What follows belongs to an exercise in optimizing a design on an open flow for small area, a short achievable clock period and few clock cycles per item; a production flow would make more cautious choices. Power is estimated from default activity; no workload was simulated.

==> flow/design.v <==
`timescale 1ns/1ns
package llc_geom_pkg;
  localparam int unsigned NUM_WAYS = 4;
  localparam int unsigned DEF_NUM_LINES = 16;
  localparam int unsigned DEF_TAG_WIDTH = 12;
endpackage
`timescale 1ns/1ns
package llc_op_pkg;
  localparam int unsigned MODE_W = 2;
  localparam logic [MODE_W-1:0] MODE_FLUSH = 2'b10;
  localparam logic [MODE_W-1:0] MODE_LOOKUP = 2'b11;
  localparam int unsigned TW_DIT_BIT = 0;
  localparam int unsigned TW_VAL_BIT = 1;
  localparam int unsigned TW_FLAG_BITS = 2;
endpackage
`timescale 1ns/1ns
import llc_geom_pkg::*;
import llc_op_pkg::*;
module llc_tag_store #(
  parameter int unsigned NumLines = DEF_NUM_LINES,
  parameter int unsigned TagWidth = DEF_TAG_WIDTH,
  localparam int unsigned IdxWidth = $clog2(NumLines)
) (
  input  logic                clk_i,
  input  logic                rst_n_i,
  input  logic                req_valid_i,
  output logic                req_ready_o,
  input  logic [MODE_W-1:0]   req_mode_i,
  input  logic [IdxWidth-1:0] req_index_i,
  input  logic [TagWidth-1:0] req_tag_i,
  input  logic                req_dirty_i,
  input  logic [NUM_WAYS-1:0] req_way_i,
  input  logic [NUM_WAYS-1:0] total_lock_i,
  output logic                res_valid_o,
  input  logic                res_ready_i,
  output logic [NUM_WAYS-1:0] res_way_o,
  output logic                res_hit_o,
  output logic                res_evict_o,
  output logic [TagWidth-1:0] res_evict_tag_o
);
  localparam int unsigned W = NUM_WAYS;
  logic [TagWidth-1:0] tag_q  [NumLines][W];
  logic [W-1:0]        val_q  [NumLines];
  logic [W-1:0]        dit_q  [NumLines];
  logic [2:0]          tree_q [NumLines];
  logic                ready_q;
  logic                b_v, c_v;
  logic                b_lk, c_lk;             
  logic [IdxWidth-1:0] b_idx, c_idx;
  logic [TagWidth-1:0] b_tag, c_tag;
  logic                b_dty, c_dty;
  logic [W-1:0]        b_way, c_way;
  logic [W-1:0]        b_lock, c_lock;
  logic [TagWidth-1:0] bt [W];
  logic [W-1:0]        bv, bd;
  logic [2:0]          btr;
  logic                wmb;                    
  logic                w2mb;                   
  logic                samec;                  
  logic [TagWidth-1:0] ct [W];
  logic [W-1:0]        cv, cd, c_hit, f_we;    
  logic [W-1:0]        c_s2, c_s3;
  logic [W-1:0]        c_ulow;                
  logic [2:0]          ctr;
  logic                w_v;
  logic [IdxWidth-1:0] w_idx;
  logic [TagWidth-1:0] w_tag;
  logic [W-1:0]        w_twe, w_val, w_dit;
  logic [2:0]          w_tree;
  logic [TagWidth-1:0] w2_tag;
  logic [TagWidth-1:0] w3_tag;                 
  logic [W-1:0]        w2_twe, w2_val, w2_dit;
  logic [2:0]          w2_tree;
  localparam int unsigned RspW = W + 2 + TagWidth;
  logic                out_v;
  logic [RspW-1:0]     ring [3];
  logic [1:0]          r_wp, r_rp, r_cnt;
  logic accept, known, pop;
  assign req_ready_o = ready_q;
  assign res_valid_o = out_v;
  assign accept  = req_valid_i & ready_q;
  assign known   = req_mode_i[1];
  assign pop     = out_v & res_ready_i;
  logic [W-1:0]        hit, free_w, free_low, tree_oh, usable, vict, miss_way, resp_way;
  logic [W-1:0]        tag_we_w, new_val, new_dit, esel;
  logic                tree_ok;
  logic [TagWidth-1:0] eff_tag [W];
  logic [TagWidth-1:0] tag_tree, tag_low, lk_etag, fl_etag;
  logic [1:0]          tree_way;
  logic [2:0]          new_tree;
  logic                any_hit, up_dirty, resp_hit, resp_ev;
  logic [TagWidth-1:0] resp_etag;
  always_comb begin
    hit      = c_hit;
    any_hit  = |hit;
    free_w   = c_way & ~cv;
    free_low = free_w & (~free_w + 1'b1);
    tree_way = ctr[0] ? {1'b1, ctr[2]} : {1'b0, ctr[1]};
    tree_oh  = W'(1) << tree_way;
    usable   = c_way & ~c_lock;
    tree_ok  = |(tree_oh & usable);
    vict     = tree_ok ? tree_oh : c_ulow;
    miss_way = (|free_w) ? free_low : vict;
    resp_hit = c_lk & any_hit;
    if (c_lk) begin
      resp_way = any_hit ? hit : miss_way;
      esel     = miss_way;
    end else begin
      resp_way = c_way;
      esel     = c_way;
    end
    resp_ev   = ~resp_hit & (|(esel & cv & cd));
    for (int w = 0; w < W; w++) begin
      eff_tag[w] = (w_tag  & {TagWidth{f_we[w]}})
                 | (w2_tag & {TagWidth{~f_we[w] & c_s2[w]}})
                 | (w3_tag & {TagWidth{~f_we[w] & c_s3[w]}})
                 | (ct[w]  & {TagWidth{~f_we[w] & ~c_s2[w] & ~c_s3[w]}});
    end
    tag_tree = '0;
    tag_low  = '0;
    fl_etag  = '0;
    for (int w = 0; w < W; w++) begin
      tag_tree = tag_tree | (eff_tag[w] & {TagWidth{tree_oh[w]}});
      tag_low  = tag_low  | (eff_tag[w] & {TagWidth{c_ulow[w]}});
      fl_etag  = fl_etag  | (eff_tag[w] & {TagWidth{c_way[w] & cv[w]}});
    end
    lk_etag   = (tree_ok ? tag_tree : tag_low) & {TagWidth{~(|free_w)}};
    resp_etag = c_lk ? lk_etag : fl_etag;
    resp_etag = resp_etag & {TagWidth{~resp_hit}};
    up_dirty = c_dty & ~(|(hit & cd));
    tag_we_w = (c_lk & ~any_hit) ? miss_way : '0;
    if (c_lk) begin
      new_val = cv | tag_we_w;
      new_dit = any_hit ? (cd | (hit & {W{up_dirty}}))
                        : ((cd & ~tag_we_w) | (tag_we_w & {W{c_dty}}));
    end else begin
      new_val = cv & ~c_way;
      new_dit = cd;
    end
    new_tree = ctr;
    if (c_lk) begin
      if (|resp_way[1:0]) begin
        new_tree[0] = 1'b1;
        new_tree[1] = resp_way[0];
      end else if (|resp_way[3:2]) begin
        new_tree[0] = 1'b0;
        new_tree[2] = resp_way[2];
      end
    end
  end
  always_ff @(posedge clk_i) begin
    if (!rst_n_i) begin
      w_v <= 1'b0;
    end else begin
      w_v <= c_v;
    end
  end
  always_ff @(posedge clk_i) begin
    w_idx  <= c_idx;
    w_twe  <= tag_we_w;
    w_val  <= new_val;
    w_dit  <= new_dit;
    w_tree <= new_tree;
    w_tag  <= c_tag;
    w2_tag  <= w_tag;
    w3_tag  <= w2_tag;
    w2_twe  <= w_twe;
    w2_val  <= w_val;
    w2_dit  <= w_dit;
    w2_tree <= w_tree;
  end
  always_ff @(posedge clk_i) begin
    if (w_v) begin
      for (int w = 0; w < W; w++) begin
        if (w_twe[w]) tag_q[w_idx][w] <= w_tag;
      end
      dit_q[w_idx] <= w_dit;
    end
  end
  always_ff @(posedge clk_i) begin
    if (!rst_n_i) begin
      for (int s = 0; s < NumLines; s++) begin
        val_q[s]  <= '0;
        tree_q[s] <= '0;
      end
    end else if (w_v) begin
      val_q[w_idx]  <= w_val;
      tree_q[w_idx] <= w_tree;
    end
  end
  logic [NumLines-1:0] in_oh;
  logic [TagWidth-1:0] rd_tag [W];
  logic [W-1:0]        rd_val, rd_dit;
  logic [2:0]          rd_tree;
  always_comb begin
    in_oh   = NumLines'(1) << req_index_i;
    rd_val  = '0;
    rd_dit  = '0;
    rd_tree = '0;
    for (int w = 0; w < W; w++) rd_tag[w] = '0;
    for (int s = 0; s < NumLines; s++) begin
      for (int w = 0; w < W; w++) rd_tag[w] = rd_tag[w] | (tag_q[s][w] & {TagWidth{in_oh[s]}});
      rd_val  = rd_val  | (val_q[s]  & {W{in_oh[s]}});
      rd_dit  = rd_dit  | (dit_q[s]  & {W{in_oh[s]}});
      rd_tree = rd_tree | (tree_q[s] & {3{in_oh[s]}});
    end
  end
  logic [W-1:0]        b_s1, b_s2;           
  logic [W-1:0]        eb_val, eb_dit, eq_b;
  logic [2:0]          eb_tree;
  logic                ceq;
  always_comb begin
    for (int w = 0; w < W; w++) begin
      b_s1[w] = wmb & w_twe[w];
      b_s2[w] = ~b_s1[w] & w2mb & w2_twe[w];
      eq_b[w] = b_s1[w] ? (w_tag == b_tag) : (b_s2[w] ? (w2_tag == b_tag) : (bt[w] == b_tag));
    end
    eb_val  = wmb ? w_val  : (w2mb ? w2_val  : bv);
    eb_dit  = wmb ? w_dit  : (w2mb ? w2_dit  : bd);
    eb_tree = wmb ? w_tree : (w2mb ? w2_tree : btr);
    ceq     = (c_tag == b_tag);
  end
  always_ff @(posedge clk_i) begin
    b_lk   <= req_mode_i[0];
    b_idx  <= req_index_i;
    b_tag  <= req_tag_i;
    b_dty  <= req_dirty_i;
    b_way  <= req_way_i;
    b_lock <= total_lock_i;
    for (int w = 0; w < W; w++) bt[w] <= rd_tag[w];
    bv     <= rd_val;
    bd     <= rd_dit;
    btr    <= rd_tree;
  end
  logic [W-1:0] cv_kept;
  assign cv_kept = c_lk ? cv : (cv & ~c_way);
  always_ff @(posedge clk_i) begin
    begin
      c_lk   <= b_lk;
      c_idx  <= b_idx;
      c_tag  <= b_tag;
      c_dty  <= b_dty;
      c_way  <= b_way;
      c_lock <= b_lock;
      for (int w = 0; w < W; w++) ct[w] <= bt[w];
      c_s2   <= b_s1;
      c_s3   <= b_s2;
      c_ulow <= (b_way & ~b_lock) & (~(b_way & ~b_lock) + 1'b1);
      if (samec) begin
        for (int w = 0; w < W; w++) begin
          c_hit[w] <= b_way[w] & (tag_we_w[w] ? ceq : (cv_kept[w] & eq_b[w]));
        end
        cv   <= new_val;
        cd   <= new_dit;
        ctr  <= new_tree;
        f_we <= tag_we_w;
      end else begin
        c_hit <= b_way & eb_val & eq_b;
        cv   <= eb_val;
        cd   <= eb_dit;
        ctr  <= eb_tree;
        f_we <= '0;
      end
    end
  end
  logic [RspW-1:0] resp, ring_head;
  logic            out_load, ring_empty, ring_push, ring_pop;
  logic [1:0]      r_cnt_n;
  assign resp       = {resp_way, resp_hit, resp_ev, resp_etag};
  assign ring_head  = ring[r_rp];
  assign ring_empty = (r_cnt == 2'd0);
  assign out_load   = ~out_v | pop;
  assign ring_pop   = out_load & ~ring_empty;
  assign ring_push  = c_v & ~(out_load & ring_empty);
  assign r_cnt_n    = r_cnt + 2'(ring_push) - 2'(ring_pop);
  always_ff @(posedge clk_i) begin
    if (out_load) begin
      {res_way_o, res_hit_o, res_evict_o, res_evict_tag_o} <= ring_empty ? resp : ring_head;
    end
    if (ring_push) ring[r_wp] <= resp;
  end
  always_ff @(posedge clk_i) begin
    if (!rst_n_i) begin
      r_wp  <= '0;
      r_rp  <= '0;
      r_cnt <= '0;
    end else begin
      if (ring_push) r_wp <= (r_wp == 2'd2) ? 2'd0 : r_wp + 2'd1;
      if (ring_pop)  r_rp <= (r_rp == 2'd2) ? 2'd0 : r_rp + 2'd1;
      r_cnt <= r_cnt_n;
    end
  end
  logic b_v_n, out_v_n;
  assign b_v_n   = accept & known;
  assign out_v_n = out_load ? (~ring_empty | c_v) : out_v;
  always_ff @(posedge clk_i) begin
    if (!rst_n_i) begin
      ready_q <= 1'b1;
      b_v     <= 1'b0;
      c_v     <= 1'b0;
      out_v   <= 1'b0;
      wmb     <= 1'b0;
      w2mb    <= 1'b0;
      samec   <= 1'b0;
    end else begin
      ready_q <= (3'(b_v_n) + 3'(b_v) + 3'(out_v_n) + 3'(r_cnt_n)) < 3'd4;
      b_v     <= b_v_n;
      c_v     <= b_v;
      out_v   <= out_v_n;
      wmb     <= c_v & (c_idx == req_index_i);
      w2mb    <= w_v & (w_idx == req_index_i);
      samec   <= b_v & (b_idx == req_index_i);
    end
  end
endmodule
clock: 5.0 ns
lec_check: 0
abc_clock_period_in_ps: 2200
cap_margin: 20
core_margin: 2
core_utilization: 45
cts_cluster_diameter: 90
cts_cluster_size: 26
setup_slack_margin: 2.8
slew_margin: 20
run.sh (not shown) runs the stock make flow with config.mk's settings and CLKGATE_MAP_FILE= SYNTH_SCRIPT=/design/flow/synth_recipe.tcl, a recipe that flattens the netlist after the stock synthesis.
Edit:
--- a/flow/design.v
+++ b/flow/design.v
@@ -61,5 +61,4 @@
   logic [W-1:0]        cv, cd, c_hit, f_we;    
   logic [W-1:0]        c_s2, c_s3;
-  logic [W-1:0]        c_ulow;                
   logic [2:0]          ctr;
   logic                w_v;
@@ -83,8 +82,5 @@
   assign pop     = out_v & res_ready_i;
   logic [W-1:0]        hit, free_w, free_low, tree_oh, usable, vict, miss_way, resp_way;
-  logic [W-1:0]        tag_we_w, new_val, new_dit, esel;
-  logic                tree_ok;
-  logic [TagWidth-1:0] eff_tag [W];
-  logic [TagWidth-1:0] tag_tree, tag_low, lk_etag, fl_etag;
+  logic [W-1:0]        tag_we_w, new_val, new_dit, esel, etag_sel;
   logic [1:0]          tree_way;
   logic [2:0]          new_tree;
@@ -99,6 +95,5 @@
     tree_oh  = W'(1) << tree_way;
     usable   = c_way & ~c_lock;
-    tree_ok  = |(tree_oh & usable);
-    vict     = tree_ok ? tree_oh : c_ulow;
+    vict     = (|(tree_oh & usable)) ? tree_oh : (usable & (~usable + 1'b1));
     miss_way = (|free_w) ? free_low : vict;
     resp_hit = c_lk & any_hit;
@@ -111,20 +106,11 @@
     end
     resp_ev   = ~resp_hit & (|(esel & cv & cd));
+    etag_sel  = esel & cv;
+    resp_etag = (w_tag  & {TagWidth{|(etag_sel & f_we)}})
+              | (w2_tag & {TagWidth{|(etag_sel & ~f_we & c_s2)}})
+              | (w3_tag & {TagWidth{|(etag_sel & ~f_we & c_s3)}});
     for (int w = 0; w < W; w++) begin
-      eff_tag[w] = (w_tag  & {TagWidth{f_we[w]}})
-                 | (w2_tag & {TagWidth{~f_we[w] & c_s2[w]}})
-                 | (w3_tag & {TagWidth{~f_we[w] & c_s3[w]}})
-                 | (ct[w]  & {TagWidth{~f_we[w] & ~c_s2[w] & ~c_s3[w]}});
-    end
-    tag_tree = '0;
-    tag_low  = '0;
-    fl_etag  = '0;
-    for (int w = 0; w < W; w++) begin
-      tag_tree = tag_tree | (eff_tag[w] & {TagWidth{tree_oh[w]}});
-      tag_low  = tag_low  | (eff_tag[w] & {TagWidth{c_ulow[w]}});
-      fl_etag  = fl_etag  | (eff_tag[w] & {TagWidth{c_way[w] & cv[w]}});
+      resp_etag = resp_etag | (ct[w] & {TagWidth{etag_sel[w] & ~f_we[w] & ~c_s2[w] & ~c_s3[w]}});
     end
-    lk_etag   = (tree_ok ? tag_tree : tag_low) & {TagWidth{~(|free_w)}};
-    resp_etag = c_lk ? lk_etag : fl_etag;
     resp_etag = resp_etag & {TagWidth{~resp_hit}};
     up_dirty = c_dty & ~(|(hit & cd));
@@ -246,5 +232,4 @@
       c_s2   <= b_s1;
       c_s3   <= b_s2;
-      c_ulow <= (b_way & ~b_lock) & (~(b_way & ~b_lock) + 1'b1);
       if (samec) begin
         for (int w = 0; w < W; w++) begin
- hold slack is worse by 0.016 ns
- clock skew drops by 0.0077 ns
- routed wire length drops by 6.8%
- die area drops by 2.0%
- global-route usage drops by 2.0 points
- clock power drops by 4.0%
- sequential power stays flat
- fmax drops by 6.3%
No functional check of the RTL was part of any run of this note.

-- re-timing with driven ports --
The flow's constraints put no driver on any port. The routed layouts listed below were extracted and timed again, unchanged, in two steps.
Step 1, drivers: a clkbuf_16 drives clk_i and a buf_2 each remaining input, both assumed.
Step 2 moves the port delays by t, midway between the first and last clock arrival at a register: inputs arrive t later, outputs are due t later. That takes back most of the time a late clock gives input paths.
Slacks: ideal / step 1 / step 2; pairs: ideal / step 1.
run | shift t [ns] | setup WS [ns] | latest minus earliest clock arrival (ns)
the first run | 0.786 | 2.574 / 2.574 / 2.085 | 0.069 / 0.069
the second run | 0.741 | 2.410 / 2.410 / 2.048 | 0.047 / 0.048
After both steps setup and hold are still met in every run listed. The setup slack of the first run, which loses most, moves by 0.000 ns with the drivers and by -0.489 ns with both steps.
